From an optimization exercise on the open Yosys and OpenROAD flow, aimed at small area; shortcuts taken in it are not production practice. In this exercise RTL edits were held to simulation tests only and were not proved equivalent to the original.

==> inputs of branch umber <==
// gshare_btb_predictor
module gshare_btb_predictor
#(
    parameter int ENTRIES   = 16,
    parameter int HIST_BITS = 8,
    parameter int PHT_BITS  = 8
) (
    input  logic                 clk,
    input  logic                 reset,
    input  logic                 f_valid,
    input  logic [31:0]          f_pc,
    output logic [31:0]          f_predict_addr,
    output logic                 f_predict_valid,
    output logic                 f_hit,
    output logic [HIST_BITS-1:0] f_ghr,
    input  logic                 d_is_branch,
    input  logic [31:0]          d_pc,
    input  logic [31:0]          d_target_addr,
    input  logic                 x_valid,
    input  logic [31:0]          x_pc,
    input  logic                 x_taken,
    input  logic [HIST_BITS-1:0] x_ghr
);
==> module sat_counter_table, before the edit <==
module sat_counter_table
#(
    parameter int IDX_W = 6
) (
    input  logic             clk,
    input  logic             reset,
    input  logic [IDX_W-1:0] rd_idx,
    output bp_pkg::ctr_t     rd_ctr,
    input  logic             upd_en,
    input  logic [IDX_W-1:0] upd_idx,
    input  logic             upd_taken
);
    localparam int DEPTH = 1 << IDX_W;
    bp_pkg::ctr_t tbl [DEPTH];
    assign rd_ctr = tbl[rd_idx];
    always_ff @(posedge clk or posedge reset) begin
        if (reset) begin
            for (int i = 0; i < DEPTH; i++) tbl[i] <= bp_pkg::CTR_WN;
        end else if (upd_en) begin
            tbl[upd_idx] <= bp_pkg::ctr_next(tbl[upd_idx], upd_taken);
        end
    end
endmodule
==> module gshare_btb_predictor, before the edit <==
module gshare_btb_predictor
#(
    parameter int ENTRIES   = 16,
    parameter int HIST_BITS = 8,
    parameter int PHT_BITS  = 8
) (
    input  logic                 clk,
    input  logic                 reset,
    input  logic                 f_valid,
    input  logic [31:0]          f_pc,
    output logic [31:0]          f_predict_addr,
    output logic                 f_predict_valid,
    output logic                 f_hit,
    output logic [HIST_BITS-1:0] f_ghr,
    input  logic                 d_is_branch,
    input  logic [31:0]          d_pc,
    input  logic [31:0]          d_target_addr,
    input  logic                 x_valid,
    input  logic [31:0]          x_pc,
    input  logic                 x_taken,
    input  logic [HIST_BITS-1:0] x_ghr
);
    localparam int PTR_W = (ENTRIES > 1) ? $clog2(ENTRIES) : 1;
    logic [ENTRIES-1:0]       btb_valid;
    logic [ENTRIES-1:0][31:0] btb_tag;
    logic [ENTRIES-1:0][31:0] btb_tgt;
    logic [PTR_W-1:0]         rpl_ptr;
    logic [HIST_BITS-1:0]     ghr;
    logic [ENTRIES-1:0] f_hit_vec;
    logic [ENTRIES-1:0] d_hit_vec;
    logic               f_hit_any;
    logic               d_hit_any;
    logic [31:0]        f_tgt;
    logic [PTR_W-1:0]   d_idx;
    logic [PHT_BITS-1:0] rd_idx;
    logic [PHT_BITS-1:0] upd_idx;
    bp_pkg::ctr_t               rd_ctr;
    for (genvar i = 0; i < ENTRIES; i++) begin : g_cmp
        assign f_hit_vec[i] = btb_valid[i] && (btb_tag[i] == f_pc);
        assign d_hit_vec[i] = btb_valid[i] && (btb_tag[i] == d_pc);
    end
    always_comb begin
        f_tgt = '0;
        d_idx = '0;
        for (int i = 0; i < ENTRIES; i++) begin
            if (f_hit_vec[i]) f_tgt = f_tgt | btb_tgt[i];
            if (d_hit_vec[i]) d_idx = PTR_W'(i);
        end
    end
    assign f_hit_any = |f_hit_vec;
    assign d_hit_any = |d_hit_vec;
    assign rd_idx  = PHT_BITS'(bp_pkg::pht_index(f_pc, 32'(ghr), PHT_BITS));
    assign upd_idx = PHT_BITS'(bp_pkg::pht_index(x_pc, 32'(x_ghr), PHT_BITS));
    sat_counter_table #(.IDX_W(PHT_BITS)) u_pht (
        .clk       (clk),
        .reset     (reset),
        .rd_idx    (rd_idx),
        .rd_ctr    (rd_ctr),
        .upd_en    (x_valid),
        .upd_idx   (upd_idx),
        .upd_taken (x_taken)
    );
    always_ff @(posedge clk or posedge reset) begin
        if (reset) begin
            f_hit           <= 1'b0;
            f_predict_valid <= 1'b0;
            f_predict_addr  <= '0;
            f_ghr           <= '0;
        end else if (f_valid) begin
            f_hit           <= f_hit_any;
            f_predict_valid <= f_hit_any && rd_ctr[1];
            f_predict_addr  <= f_tgt;
            f_ghr           <= ghr;
        end else begin
            f_hit           <= 1'b0;
            f_predict_valid <= 1'b0;
        end
    end
    always_ff @(posedge clk or posedge reset) begin
        if (reset) begin
            btb_valid <= '0;
            btb_tag   <= '0;
            btb_tgt   <= '0;
            rpl_ptr   <= '0;
        end else if (d_is_branch) begin
            if (d_hit_any) begin
                btb_tgt[d_idx] <= d_target_addr;
            end else begin
                btb_valid[rpl_ptr] <= 1'b1;
                btb_tag[rpl_ptr]   <= d_pc;
                btb_tgt[rpl_ptr]   <= d_target_addr;
                rpl_ptr <= (rpl_ptr == PTR_W'(ENTRIES - 1)) ? '0 : rpl_ptr + PTR_W'(1);
            end
        end
    end
    always_ff @(posedge clk or posedge reset) begin
        if (reset) begin
            ghr <= '0;
        end else if (x_valid) begin
            ghr <= HIST_BITS'({ghr, x_taken});
        end
    end
endmodule
clock: 6.0 ns
lec_check: 0
cap_margin: 20
core_margin: 2
core_utilization: 40
setup_slack_margin: 0.3
slew_margin: 20
run.sh (not shown) runs the stock make flow with config.mk's settings and CLKGATE_MAP_FILE= SYNTH_SCRIPT=/design/flow/synth_recipe.tcl, a recipe that flattens the netlist after the stock synthesis.
==> branch amber (differences from branch umber) <==
==> flow/design.v (replaced) <==
package bp_pkg;
    typedef enum logic [1:0] {
        CTR_SN = 2'b00,
        CTR_WN = 2'b01,
        CTR_WT = 2'b10,
        CTR_ST = 2'b11
    } ctr_t;
endpackage
module sat_counter_table
#(
    parameter int IDX_W = 8
) (
    input  logic             clk,
    input  logic             reset,
    input  logic [IDX_W-1:0] rd_idx,
    output logic             rd_taken,
    input  logic             upd_en,
    input  logic [IDX_W-1:0] upd_idx,
    input  logic             upd_taken
);
    localparam int COL_W = IDX_W / 2;
    localparam int ROW_W = IDX_W - COL_W;
    localparam int ROWS  = 1 << ROW_W;
    localparam int COLS  = 1 << COL_W;
    localparam int DEPTH = 1 << IDX_W;
    logic [DEPTH-1:0] hi, lo;
    logic [ROWS-1:0]  row_ok;
    logic [ROW_W-1:0] upd_row;
    logic [COL_W-1:0] upd_col;
    logic             cur_ok, cur_hi, cur_lo, nxt_hi, nxt_lo;
    assign upd_row = upd_idx[IDX_W-1:COL_W];
    assign upd_col = upd_idx[COL_W-1:0];
    assign rd_taken = hi[rd_idx] & row_ok[rd_idx[IDX_W-1:COL_W]];
    assign cur_ok = row_ok[upd_row];
    assign cur_hi = hi[upd_idx] & cur_ok;
    assign cur_lo = lo[upd_idx] | ~cur_ok;
    assign nxt_hi = (cur_hi & cur_lo) | (cur_hi & upd_taken) | (cur_lo & upd_taken);
    assign nxt_lo = (cur_hi & ~cur_lo) | (cur_hi & upd_taken) | (~cur_lo & upd_taken);
    always_ff @(posedge clk or posedge reset) begin
        if (reset) row_ok <= '0;
        else if (upd_en) row_ok[upd_row] <= 1'b1;
    end
    for (genvar r = 0; r < ROWS; r++) begin : g_row
        for (genvar c = 0; c < COLS; c++) begin : g_col
            always_ff @(posedge clk) begin
                if (upd_en && upd_row == ROW_W'(r) && (upd_col == COL_W'(c) || !row_ok[r])) begin
                    hi[r*COLS+c] <= (upd_col == COL_W'(c)) ? nxt_hi : 1'b0;
                    lo[r*COLS+c] <= (upd_col == COL_W'(c)) ? nxt_lo : 1'b1;
                end
            end
        end
    end
endmodule
module gshare_btb_predictor
#(
    parameter int ENTRIES   = 16,
    parameter int HIST_BITS = 8,
    parameter int PHT_BITS  = 8
) (
    input  logic                 clk,
    input  logic                 reset,
    input  logic                 f_valid,
    input  logic [31:0]          f_pc,
    output logic [31:0]          f_predict_addr,
    output logic                 f_predict_valid,
    output logic                 f_hit,
    output logic [HIST_BITS-1:0] f_ghr,
    input  logic                 d_is_branch,
    input  logic [31:0]          d_pc,
    input  logic [31:0]          d_target_addr,
    input  logic                 x_valid,
    input  logic [31:0]          x_pc,
    input  logic                 x_taken,
    input  logic [HIST_BITS-1:0] x_ghr
);
    localparam int PTR_W = (ENTRIES > 1) ? $clog2(ENTRIES) : 1;
    logic [ENTRIES-1:0]       btb_valid;
    logic                     btb_full;
    logic [31:0]              btb_tag [ENTRIES];
    logic [31:0]              btb_tgt [ENTRIES];
    logic [PTR_W-1:0]         rpl_ptr;
    logic [HIST_BITS-1:0]     ghr;
    logic [ENTRIES-1:0] f_hit_vec;
    logic [ENTRIES-1:0] d_hit_vec;
    logic [ENTRIES-1:0] alloc_vec;
    logic               f_hit_any;
    logic               d_hit_any;
    logic [31:0]        f_tgt;
    logic               rd_taken;
    for (genvar i = 0; i < ENTRIES; i++) begin : g_cmp
        assign f_hit_vec[i] = btb_valid[i] && (btb_tag[i] == f_pc);
        assign d_hit_vec[i] = btb_valid[i] && (btb_tag[i] == d_pc);
        assign alloc_vec[i] = (rpl_ptr == PTR_W'(i));
    end
    always_comb begin
        f_tgt = '0;
        for (int i = 0; i < ENTRIES; i++)
            f_tgt = f_tgt | ({32{f_hit_vec[i]}} & btb_tgt[i]);
    end
    assign f_hit_any = |f_hit_vec;
    assign d_hit_any = |d_hit_vec;
    sat_counter_table #(.IDX_W(PHT_BITS)) u_pht (
        .clk       (clk),
        .reset     (reset),
        .rd_idx    (f_pc[PHT_BITS+1:2] ^ PHT_BITS'(ghr)),
        .rd_taken  (rd_taken),
        .upd_en    (x_valid),
        .upd_idx   (x_pc[PHT_BITS+1:2] ^ PHT_BITS'(x_ghr)),
        .upd_taken (x_taken)
    );
    always_ff @(posedge clk or posedge reset) begin
        if (reset) begin
            f_hit           <= 1'b0;
            f_predict_valid <= 1'b0;
        end else begin
            f_hit           <= f_valid && f_hit_any;
            f_predict_valid <= f_valid && f_hit_any && rd_taken;
        end
    end
    always_ff @(posedge clk or posedge reset) begin
        if (reset) begin
            f_predict_addr  <= '0;
            f_ghr           <= '0;
        end else if (f_valid) begin
            f_predict_addr  <= f_tgt;
            f_ghr           <= ghr;
        end
    end
    for (genvar i = 0; i < ENTRIES; i++) begin : g_ent
        always_ff @(posedge clk) begin
            if (d_is_branch && !d_hit_any && alloc_vec[i])
                btb_tag[i] <= d_pc;
            if (d_is_branch && (d_hit_vec[i] || (!d_hit_any && alloc_vec[i])))
                btb_tgt[i] <= d_target_addr;
        end
    end
    for (genvar i = 0; i < ENTRIES; i++) begin : g_valid
        assign btb_valid[i] = btb_full || (rpl_ptr > PTR_W'(i));
    end
    always_ff @(posedge clk or posedge reset) begin
        if (reset) begin
            btb_full <= 1'b0;
            rpl_ptr  <= '0;
        end else if (d_is_branch && !d_hit_any) begin
            if (rpl_ptr == PTR_W'(ENTRIES - 1)) btb_full <= 1'b1;
            rpl_ptr <= (rpl_ptr == PTR_W'(ENTRIES - 1)) ? '0 : rpl_ptr + PTR_W'(1);
        end
    end
    always_ff @(posedge clk or posedge reset) begin
        if (reset) begin
            ghr <= '0;
        end else if (x_valid) begin
            ghr <= HIST_BITS'({ghr, x_taken});
        end
    end
endmodule
==> flow/flow/run.sh (new file) <==
#!/bin/bash
set -euo pipefail
cd "$(dirname "$0")/.."
bash standard.sh \
  "BUFFER_PORTS_ARGS=-buffer_cell sky130_fd_sc_hd__buf_1" \
  "CTS_ARGS=-sink_clustering_enable -repair_clock_nets -dont_use_dummy_load -buf_list {sky130_fd_sc_hd__clkbuf_4 sky130_fd_sc_hd__clkbuf_8} -root_buf sky130_fd_sc_hd__clkbuf_8 -tree_buf sky130_fd_sc_hd__clkbuf_4 -sink_clustering_buffer sky130_fd_sc_hd__clkbuf_8 -sink_clustering_size 14 -sink_clustering_max_diameter 50" \
  finish > flow_standard.log 2>&1
==> flow/standard.sh (new file) <==
#!/bin/bash
# synth_recipe.tcl (not shown) runs the flow's synth.tcl, then flattens the netlist and writes it again
# the make line also repeats each setting of config.mk as NAME=value (left out here)
make -C /OpenROAD-flow-scripts/flow DESIGN_CONFIG=/design/flow/config.mk WORK_HOME=/design/flow/orfs CLKGATE_MAP_FILE= SYNTH_SCRIPT=/design/flow/synth_recipe.tcl "${@:-finish}"
removed: flow/run.sh
==> metrics.cfg <==
[status]
outcome = finished clean

[floorplanning]
n_tap_cell = 2854

[placed_design]
hpwl_um = 331000
dp_slack_ns = -0.232
place_area_um2 = 99200

[cells_and_area]
n_antenna_cell = 16
seq_area_share_pct = 38.4
seqCellArea_um2 = 40500

[power]
comb_power_share_pct = 32.7
p_sw_share_pct = 38.1

[critical_path]
cp-startpoint = x_ghr[6]
cp_max_fo = 39
crit_path_top_delay_cell = xnor2_2

[grt]
grt_use_met1_pct = 50.8
grt_use_met2_pct = 62.1
grt_start_max_net_pins = 153

[yosys]
synth-compound-area-share_pct = 17.5
synthAdderAreaFrac_pct = 0.140
synth_cell_types = 100

[routing]
vias = 83243

[sta]
skew_ns = 0.0761

That was branch umber.
==> metrics.cfg <==
[grt]
grt_use_met2_pct = 42.6
grt_start_max_net_pins = 47

[yosys]
synth_cell_types = 60
synth-compound-area-share_pct = 6.74

[routing]
vias = 46539

[cells_and_area]
n_antenna_cell = 10
seq_area_share_pct = 59.3
seqCellArea_um2 = 47900

[placed_design]
hpwl_um = 158000

[critical_path]
cp_max_fo = 32
cp-startpoint = rpl_ptr[1]

[power]
comb_power_share_pct = 18.8
p_sw_share_pct = 29.6

[status]
outcome = finished clean

That was branch amber.

==> separate check: timing with driven ports <==
In the flow no input, the clock included, has a driving cell. The finished layouts below were timed again as built, in two steps. Step 1 sets driving cells, clkbuf_16 on the clock port and buf_2 on the other inputs (assumed; they add their load-dependent delay and slew). Step 2 also shifts input and output timing later by t, the mid clock arrival at the registers, as if the neighbouring blocks saw the same clock. Three values: ideal, step 1, step 2; two values: the first two.
run	t, ns	setup slack, ns	worst setup path after step 2	slew at the worst register clock pin (ns)
branch umber	0.954	0.474 / 0.540 / -0.414	input to register	0.07 / 0.07
branch amber	1.032	1.082 / 1.082 / 0.269	input to register	0.10 / 0.10
Met with ideal ports but missed after step 2: setup timing in branch umber. For branch umber, which loses most, drivers alone change the setup slack by +0.066 ns; drivers and shift together by -0.888 ns.
